Context: an optimization exercise on an open-source flow, tuned for small area, a short achievable clock period and few clock cycles per item. The choices shown serve that exercise and are no tape-out recipe.
Only simulation tests tie the RTL to the original design; equivalence was not proved.
No activity file was given, so power comes from the tool's default toggle rates.

## fjord
==> flow/design.v (excerpt) <==
module sliding_window_range_peak #(
    parameter int WINDOW_MAX = 64
) (
    input  logic                      clk,
    input  logic                      rst_n,
    input  logic                      cfg_we,
    input  logic [srp_pkg::CFG_W-1:0] cfg_wdata,
    input  logic                      s_tvalid,
    output logic                      s_tready,
    input  logic [31:0]               s_tdata,
    input  logic                      s_tlast,
    output logic                      m_tvalid,
    input  logic                      m_tready,
    output logic [63:0]               m_tdata,
    output logic                      m_tuser,
    output logic                      m_tlast
);
    localparam int DW   = srp_pkg::DATA_W;
    localparam int WM   = 64;
    localparam int UMAX = 5;                
    localparam int N    = WM + UMAX - 1;    
    localparam int TW   = 3;                
    logic [6:0] cfg_eff, weff;
    always_comb
        if (cfg_wdata == 7'd0)      cfg_eff = 7'd1;
        else if (cfg_wdata > 7'd64) cfg_eff = 7'd64;
        else                        cfg_eff = cfg_wdata;
    always_ff @(posedge clk or negedge rst_n)
        if (!rst_n)      weff <= srp_pkg::WINDOW_SIZE_RESET;
        else if (cfg_we) weff <= cfg_eff;
    logic [WM-1:0] incl;
    always_ff @(posedge clk)
        for (int a = 0; a < WM; a++) incl[a] <= (weff > a);
    logic            tr, fresh, replay, pclr, armed, ov, bvalid;
    logic [6:0]      n_cnt, ph;
  ...
clock: 7.0 ns
lec_check: 0
cap_margin: 20
core_margin: 2
core_utilization: 30
cts_cluster_diameter: 100
cts_cluster_size: 25
setup_slack_margin: 3.8
slew_margin: 20
synth_hierarchical: 1
run.sh (not shown) runs the stock make flow with config.mk's settings and CLKGATE_MAP_FILE= SYNTH_SCRIPT=/design/flow/synth_recipe.tcl, a recipe that flattens the netlist after the stock synthesis.
Looking at the reports, fjord completed the entire flow and the layout it produced met the timing, design-rule and antenna checks.
Testbench counts of fjord, summed over its fixed seeds: cycles 12,778, items 12,482.
[inputs] violet vs fjord
Settings: a change of SETUP_SLACK_MARGIN from 3.8 to 4.1; a change of CORE_UTILIZATION from 30 to 40.
Smallest setup slack after layout delta for violet relative to fjord: 0.30 ns lower. violet against fjord: share of the clock period used by the worst path after layout increased 4.3 points, detailed-route vias per instance increased about 7%, signal arrival time at the worst endpoint increased 0.27 ns, relative contribution of combinational cells to total power essentially unchanged, met3 routing resource usage after global routing increased 6.4 points.
The following lists how cedar was set up differently from violet:
Settings: a change of CORE_UTILIZATION from 40 to 30.
[summary]
When cedar is measured against violet, its area of the die turns out about 33% higher. Delta (cedar minus violet): sequential share of cell area went down; cell area went up; worst hold slack went down; total power went down. [compare] base=violet new=cedar: placer's final routability congestion estimate went down; highest clock frequency the design can meet went up.

---

sliding_window_range_peak, a different RTL version from the one above (not shown whole).
Size in the first run: ~14000 cells after synthesis, about 0.12 mm2 of cells after synthesis.
==> flow/config.mk <==
export PLATFORM = sky130hd
export DESIGN_NAME = sliding_window_range_peak
export DESIGN_NICKNAME = sliding_window_range_peak
export VERILOG_FILES = /design/flow/design.v
export SDC_FILE = /design/flow/constraint.sdc
export NUM_CORES = 8
export LEC_CHECK = 0
export CAP_MARGIN = 20
export CORE_MARGIN = 2
export CORE_UTILIZATION = 30
export CTS_CLUSTER_DIAMETER = 100
export CTS_CLUSTER_SIZE = 25
export SETUP_SLACK_MARGIN = 4.2
export SLEW_MARGIN = 20
export SYNTH_HIERARCHICAL = 1
==> flow/constraint.sdc <==
create_clock -name core_clock -period 7.0 [get_ports {clk}]
set_input_delay 1.4000 -clock core_clock [delete_from_list [all_inputs] [get_ports {clk}]]
set_output_delay 1.4000 -clock core_clock [all_outputs]
set_load 0.01 [all_outputs]
Testbench counts at the start, summed over its fixed seeds: cycles 12,778, items 12,482.
Rerun with:
SETUP_SLACK_MARGIN = 4.0   (was 4.2)
The changed run finished with timing, DRC and antenna clean.
Synthesized area does not change.
Count of clock-buffer cells in the layout stays the same.
Wire length decreases by 4.6%.
Non-clock buffer count decreases by 182.
Clock skew increases by 0.0072 ns.
Rerun with:
SETUP_SLACK_MARGIN = 4.1   (was 4.0)
TNS_END_PERCENT = 10   (was unset)
Effect: The new run completed with no timing, DRC or antenna violations; worst setup slack is about the same; die area does not change; total power fell by a few percent; synthesized area does not change; via count fell slightly; design area fell slightly.
Rerun with:
ABC_AREA = 1   (was unset)
SETUP_SLACK_MARGIN = 4.0   (was 4.1)
TNS_END_PERCENT = unset   (was 10)
Result: Global-route usage barely changes. Cell area increases by 12%. Worst hold slack gets better by 0.0046 ns. Cell count is higher by 38%. Setup slack improves by 0.15 ns.
Rerun with:
ABC_AREA = unset   (was 1)
SETUP_SLACK_MARGIN = 4.4   (was 4.0)
TNS_END_PERCENT = 5   (was unset)
=>
- final cell count goes down by 27%
- worst setup slack degrades by 0.084 ns
- die area falls by about 10%
- hold slack degrades by 0.0072 ns
- clock-buffer cell count goes down by 16
- fmax fell by 2.7%
- power climbs by about 100%
- synthesized area came out lower by about 10%
- global-route usage increases by 1.0 points
Rerun with:
SETUP_SLACK_MARGIN = 4.5   (was 4.4)
TNS_END_PERCENT = 3   (was 5)
Result: The new run completed without violations. Clock power hardly moves. Worst setup slack gains 0.014 ns. Wire length went up by about 7.5%. Power goes up by 4.0%. Non-clock buffer count is higher by 156. Register-to-register slack barely changes. Via count goes up by about 3.5%. Sequential share of layout area came out lower by 0.83 points. Global-route usage goes down by 0.15 points. Count of clock-buffer cells in the layout is higher by 2. Worst hold slack gets better by 0.0031 ns.

---

alpha:
Another version of the RTL of sliding_window_range_peak (not shown whole).
Size: ~14000 cells after synthesis.
==> flow/config.mk <==
export PLATFORM = sky130hd
export DESIGN_NAME = sliding_window_range_peak
export DESIGN_NICKNAME = sliding_window_range_peak
export VERILOG_FILES = /design/flow/design.v
export SDC_FILE = /design/flow/constraint.sdc
export NUM_CORES = 8
export LEC_CHECK = 0
export CAP_MARGIN = 20
export CORE_MARGIN = 2
export CORE_UTILIZATION = 30
export CTS_CLUSTER_DIAMETER = 100
export CTS_CLUSTER_SIZE = 25
export SETUP_SLACK_MARGIN = 4.3
export SLEW_MARGIN = 20
export SYNTH_HIERARCHICAL = 1
==> flow/constraint.sdc <==
create_clock -name core_clock -period 7.0 [get_ports {clk}]
set_input_delay 1.4000 -clock core_clock [delete_from_list [all_inputs] [get_ports {clk}]]
set_output_delay 1.4000 -clock core_clock [all_outputs]
set_load 0.01 [all_outputs]
Testbench counts of alpha, summed over its fixed seeds: cycles 12,778, items 12,482.
Setup changes, alpha to beta
- SETUP_SLACK_MARGIN changed from 4.3 to 4.0
==> summary.txt <==
beta finished every stage and its layout cleared the timing, design-rule and antenna checks. Changes observed in beta relative to alpha: critical path depth lower, post-layout minimum cycle time increased 25 ps, fraction of layout cells with a size suffix above 1 saw a decrease, leakage power summed over all cells now sits lower. Between beta and alpha, the area occupied by registers does not differ in any meaningful way. Higher final setup skew goes to alpha over beta.
The following lists how gamma was set up differently from beta:
- SETUP_SLACK_MARGIN changed from 4.0 to 3.8
--- outcome ---
Area: gamma vs beta -> gamma smaller. gamma vs beta — endpoint arrival time on the critical path rose 160 ps. Against beta, gamma reports a share of cell area taken by multi-input logic gates that is higher.

[re-timing with driven ports]
Ports are ideal in the flow. The routed layouts listed here were re-timed in OpenROAD.
Step 1 sets driving cells, clkbuf_16 on the clock port and buf_2 on the other inputs (assumed; they add their load-dependent delay and slew).
Step 2, shift: input delay + t, output delay - t, t = (earliest + latest rising clock arrival at the registers) / 2. This alone moves slack from input paths to output paths.
a / b / c = ideal / step 1 / step 2; a / b = the first two.
| run | t (ns) | setup slack, ns | clock arrival spread, ns |
|---|---|---|---|
| fjord | 0.952 | 3.618 / 3.618 / 2.980 | 0.049 / 0.049 |
| violet | 0.957 | 3.318 / 3.318 / 3.299 | 0.076 / 0.076 |
| cedar | 0.954 | 3.455 / 3.455 / 3.289 | 0.053 / 0.053 |
| the first run of note 2 | 0.994 | 3.815 / 3.815 / 3.368 | 0.064 / 0.065 |
| the second run of note 2 | 1.009 | 3.763 / 3.763 / 3.225 | 0.073 / 0.074 |
| the third run of note 2 | 1.065 | 3.766 / 3.766 / 3.085 | 0.086 / 0.087 |
| the fourth run of note 2 | 1.035 | 3.917 / 3.917 / 3.257 | 0.099 / 0.099 |
| the fifth run of note 2 | 1.060 | 3.833 / 3.833 / 3.077 | 0.087 / 0.087 |
| the sixth run of note 2 | 1.071 | 3.847 / 3.847 / 3.189 | 0.099 / 0.098 |
| alpha | 1.079 | 3.896 / 3.896 / 3.401 | 0.119 / 0.119 |
| beta | 1.054 | 3.871 / 3.871 / 3.104 | 0.104 / 0.103 |
| gamma | 1.046 | 3.720 / 3.720 / 3.032 | 0.091 / 0.091 |
After both steps every run listed still meets setup and hold. For beta, which loses most, drivers alone change the setup slack by 0.000 ns; drivers and shift together by -0.767 ns.
